From an optimization exercise on the open Yosys and OpenROAD flow, aimed at small area and a short achievable clock period; shortcuts taken in it are not production practice. RTL that was checked went through simulation tests only; none was proved equivalent to the original.

== 06-27 ==
==> flow/design.v <==
package md_unit_pkg;
  localparam logic [2:0] MD_MULT  = 3'd0;
  localparam logic [2:0] MD_MULTU = 3'd1;
  localparam logic [2:0] MD_DIV   = 3'd2;
  localparam logic [2:0] MD_DIVU  = 3'd3;
  localparam logic [2:0] MD_MTHI  = 3'd4;
  localparam logic [2:0] MD_MTLO  = 3'd5;
endpackage
import md_unit_pkg::*;
module md_unit (
  input  logic        clk,
  input  logic        reset,
  input  logic        start,
  input  logic [2:0]  md_op,
  input  logic        we_hilo,
  input  logic [31:0] a,
  input  logic [31:0] b,
  output logic        busy,
  output logic [31:0] hi,
  output logic [31:0] lo
);
  logic        busy_q;
  logic        busy_o_q;   
  logic        idle_q;     
  logic        res_q;      
  logic [3:0]  cnt_q;
  logic        first_q;    
  logic        fix_q;      
  logic        last_q;     
  logic        div_q, sgn_q, bh_q;
  logic        aneg_q;     
  logic        kept_q;     
  logic        dig_q;      
  logic [31:0] m_q;      
  logic [32:0] acc_q;    
  logic [31:0] p_q;      
  logic [31:0] hi_q, lo_q;
  wire iter = div_q & !fix_q & !last_q;
  function automatic logic [35:0] add35(input logic [34:0] x, input logic [34:0] y, input logic ci);
    logic [34:0] gb, pb, s;
    logic [9:0] g, p;
    logic c, gg, pp;
    for (int i = 0; i < 35; i++) begin gb[i] = x[i] & y[i]; pb[i] = x[i] ^ y[i]; end
    g[0] = ci; p[0] = 1'b0;
    for (int k = 0; k < 9; k++) begin
      gg = 1'b0; pp = 1'b1;
      for (int i = k*4; i < k*4+4 && i < 35; i++) begin gg = gb[i] | (pb[i] & gg); pp = pp & pb[i]; end
      g[k+1] = gg; p[k+1] = pp;
    end
    for (int l = 0; l < 4; l++)
      for (int i = (1 << (l+1)) - 1; i <= 9; i += (1 << (l+1))) begin
        g[i] = g[i] | (p[i] & g[i - (1 << l)]);
        p[i] = p[i] & p[i - (1 << l)];
      end
    for (int l = 2; l >= 0; l--)
      for (int i = 3 * (1 << l) - 1; i <= 9; i += (1 << (l+1))) begin
        g[i] = g[i] | (p[i] & g[i - (1 << l)]);
        p[i] = p[i] & p[i - (1 << l)];
      end
    for (int k = 0; k < 9; k++) begin
      c = g[k];
      for (int i = k*4; i < k*4+4 && i < 35; i++) begin s[i] = pb[i] ^ c; c = gb[i] | (pb[i] & c); end
    end
    add35 = {g[9], s};
  endfunction
  wire        msx  = sgn_q & m_q[31];
  wire        dneg = msx;                               
  wire [35:0] mx   = {msx, msx, msx, m_q, 1'b0};        
  wire [8:0]  mb   = last_q ? {{8{sgn_q & bh_q}}, bh_q} : {p_q[7:0], bh_q};
  logic [34:0] xs [0:3];
  logic [34:0] ss [0:3];
  logic        sub [0:3];    
  logic        dig [0:3];    
  assign xs[0]  = iter ? {acc_q[32], acc_q, p_q[31]} : {{2{acc_q[32]}}, acc_q};
  assign sub[0] = !acc_q[32];
  for (genvar i = 0; i < 4; i++) begin : g_st
    wire bm1 = mb[2*i];
    wire b0  = mb[2*i+1];
    wire b1  = mb[2*i+2];
    logic one, two, neg;
    assign dig[i] = sub[i] ^ dneg;
    if (i == 0) begin : g_sel0
      assign one = div_q ? !(last_q & kept_q) : (b0 ^ bm1);
      assign neg = div_q ? (last_q ? !dig_q : dig[0]) : b1;
    end else begin : g_sel
      assign one = div_q | (b0 ^ bm1);
      assign neg = div_q ? dig[i] : b1;
    end
    assign two = !div_q & ((b1 & !b0 & !bm1) | (!b1 & b0 & bm1));
    wire [34:0] pp;
    for (genvar j = 0; j < 35; j++) begin : g_pp
      assign pp[j] = ((one & mx[j+1]) | (two & mx[j])) ^ neg;
    end
    wire [35:0] sm = add35(xs[i], pp, neg);
    assign ss[i] = sm[34:0];
    if (i < 3) begin : g_nx
      assign sub[i+1] = !ss[i][34];
      assign xs[i+1]  = div_q ? {ss[i][32], ss[i][32:0], p_q[30-i]} : {{2{ss[i][34]}}, ss[i][34:2]};
    end
  end
  wire zt  = (ss[0] == 35'd0);
  wire zr  = (acc_q == 33'd0);
  wire fix = zt | (aneg_q ? (!acc_q[32] & !zr) : acc_q[32]);
  function automatic logic [30:0] inc31(input logic [30:0] v);
    logic [30:0] o;
    logic        all;
    all = 1'b1;
    for (int k = 0; k < 31; k++) begin
      o[k] = v[k] ^ all;
      all  = all & v[k];
    end
    inc31 = o;
  endfunction
  wire [31:0] quo = {(fix & dig[0]) ? inc31(p_q[30:0]) : p_q[30:0], !fix};
  wire op_end = busy_q && last_q;
  wire        wr_mt = idle_q & !start & we_hilo & md_op[2] & !md_op[1];
  wire        wr_hi = wr_mt & !md_op[0];
  wire        wr_lo = wr_mt &  md_op[0];
  wire [31:0] hi_e  = res_q ? ss[0][31:0] : hi_q;
  wire [31:0] lo_e  = res_q ? p_q : lo_q;
  always_ff @(posedge clk or negedge reset) begin
    if (!reset) begin
      busy_q   <= 1'b0;
      busy_o_q <= 1'b0;
      idle_q   <= 1'b1;
      res_q    <= 1'b0;
      hi_q     <= '0;
      lo_q     <= '0;
    end else begin
      if (!busy_q && start && !md_op[2]) busy_q <= 1'b1;
      else if (op_end) busy_q <= 1'b0;
      busy_o_q <= busy_q ? !op_end : (start && !md_op[2]);
      idle_q   <= busy_q ? op_end : !(start && !md_op[2]);
      res_q    <= busy_q && !last_q && (cnt_q == (div_q ? 4'd8 : 4'd3)) && (!div_q || m_q != 32'd0);
      hi_q <= wr_hi ? a : hi_e;
      lo_q <= wr_lo ? a : lo_e;
    end
  end
  always_ff @(posedge clk) begin
    first_q <= !busy_q;
    fix_q   <= busy_q && div_q && (cnt_q == 4'd7);
    last_q  <= busy_q && (cnt_q == (div_q ? 4'd8 : 4'd3));
    if (!busy_q) begin
      cnt_q <= '0;
      div_q <= md_op[1];
      sgn_q <= !md_op[0];
      bh_q  <= 1'b0;
      m_q   <= b;
      p_q   <= a;
      acc_q <= {33{a[31] & md_op[1] & !md_op[0]}};
    end else begin
      cnt_q <= cnt_q + 4'd1;
      if (!div_q) begin
        acc_q <= ss[3][34:2];
        p_q   <= {ss[3][1:0], ss[2][1:0], ss[1][1:0], ss[0][1:0], p_q[31:8]};
        bh_q  <= p_q[7];
      end else if (fix_q) begin
        acc_q  <= ss[0][32:0];
        p_q    <= quo;
        kept_q <= fix;
        dig_q  <= dig[0];
      end else begin
        acc_q <= ss[3][32:0];
        p_q   <= {p_q[27:0], dig[0], dig[1], dig[2], dig[3]};
      end
      if (first_q) aneg_q <= sgn_q & p_q[31];
    end
  end
  assign busy = busy_o_q;
  assign hi   = hi_q;
  assign lo   = lo_q;
endmodule
==> flow/config.mk <==
export PLATFORM = sky130hd
export DESIGN_NAME = md_unit
export DESIGN_NICKNAME = md_unit
export VERILOG_FILES = /design/flow/design.v
export SDC_FILE = /design/flow/constraint.sdc
export NUM_CORES = 4
export LEC_CHECK = 0
export CAP_MARGIN = 20
export CORE_MARGIN = 2
export CORE_UTILIZATION = 65
export PLACE_DENSITY = 0.75
export SLEW_MARGIN = 20
==> flow/constraint.sdc <==
create_clock -name core_clock -period 100.0 [get_ports {clk}]
set_input_delay 20.0000 -clock core_clock [delete_from_list [all_inputs] [get_ports {clk}]]
set_output_delay 20.0000 -clock core_clock [all_outputs]
set_load 0.01 [all_outputs]
standard.sh (not shown) runs the stock make flow with config.mk's settings and CLKGATE_MAP_FILE= SYNTH_SCRIPT=/design/flow/synth_recipe.tcl, a recipe that flattens the netlist after the stock synthesis.
==> flow/flow/run.sh <==
#!/bin/bash
set -o pipefail
export BUFFER_PORTS_ARGS="-buffer_cell sky130_fd_sc_hd__buf_2"
export CTS_ARGS="-sink_clustering_enable -repair_clock_nets -root_buf sky130_fd_sc_hd__clkbuf_16 -buf_list sky130_fd_sc_hd__clkbuf_8 -dont_use_dummy_load"
bash standard.sh > standard.log 2>&1
### 06-27 -> 12-14
--- a/flow/design.v
+++ b/flow/design.v
@@ -20,10 +20,8 @@
   output logic [31:0] lo
 );
   logic        busy_q;
   logic        busy_o_q;   
-  logic        idle_q;     
-  logic        res_q;      
   logic [3:0]  cnt_q;
   logic        first_q;    
   logic        fix_q;      
   logic        last_q;     
@@ -112,27 +110,24 @@
     inc31 = o;
   endfunction
   wire [31:0] quo = {(fix & dig[0]) ? inc31(p_q[30:0]) : p_q[30:0], !fix};
   wire op_end = busy_q && last_q;
-  wire        wr_mt = idle_q & !start & we_hilo & md_op[2] & !md_op[1];
+  wire res_wr = op_end && (!div_q || m_q != 32'd0);
+  wire        wr_mt = !(busy_q | start | !we_hilo | !md_op[2] | md_op[1]);
   wire        wr_hi = wr_mt & !md_op[0];
   wire        wr_lo = wr_mt &  md_op[0];
-  wire [31:0] hi_e  = res_q ? ss[0][31:0] : hi_q;
-  wire [31:0] lo_e  = res_q ? p_q : lo_q;
+  wire [31:0] hi_e  = res_wr ? ss[0][31:0] : hi_q;
+  wire [31:0] lo_e  = res_wr ? p_q : lo_q;
   always_ff @(posedge clk or negedge reset) begin
     if (!reset) begin
       busy_q   <= 1'b0;
       busy_o_q <= 1'b0;
-      idle_q   <= 1'b1;
-      res_q    <= 1'b0;
       hi_q     <= '0;
       lo_q     <= '0;
     end else begin
       if (!busy_q && start && !md_op[2]) busy_q <= 1'b1;
       else if (op_end) busy_q <= 1'b0;
       busy_o_q <= busy_q ? !op_end : (start && !md_op[2]);
-      idle_q   <= busy_q ? op_end : !(start && !md_op[2]);
-      res_q    <= busy_q && !last_q && (cnt_q == (div_q ? 4'd8 : 4'd3)) && (!div_q || m_q != 32'd0);
       hi_q <= wr_hi ? a : hi_e;
       lo_q <= wr_lo ? a : lo_e;
     end
   end
### Flow results
Delta(average wire per cell in the routed design, 12-14 - 06-27) > 0. Relative to 06-27, the count of plain and timing-repair buffers measured on 12-14 has increased by a few percent. Multi-input gate area in the final layout delta for 12-14 relative to 06-27: 1.2% lower. Floorplan check, 12-14 vs 06-27: die outline smaller in 12-14. In the metrics for 06-27 and 12-14, the one carrying the higher share of the clock period used by the worst path is 12-14. The total non-filler cell area in the finished layout of 12-14 falls short of that of 06-27 by about 1%.
Only the layout flow was run in 12-14; the RTL was not checked for function there.

afterwards: timing with drivers on the ports:
In the flow no input, the clock included, has a driving cell. The finished layouts below were timed again as built, in two steps. Step 1 assumes that a clkbuf_16 drives the clock port and a buf_2 every other input. Step 2 moves the port delays by t, midway between the first and last clock arrival at a register: inputs arrive t later, outputs are due t later. That takes back most of the time a late clock gives input paths. a / b / c = ideal / step 1 / step 2; a / b = the first two.
run	shift t [ns]	slack for setup (ns)	worst data-port slew with drivers (ns)
06-27	0.458	78.879 / 78.909 / 78.457	0.04
12-14	0.454	78.018 / 78.048 / 77.595	0.04
After both steps setup and hold are still met in every run listed. The setup slack of 12-14, which loses most, moves by +0.030 ns with the drivers and by -0.423 ns with both steps.
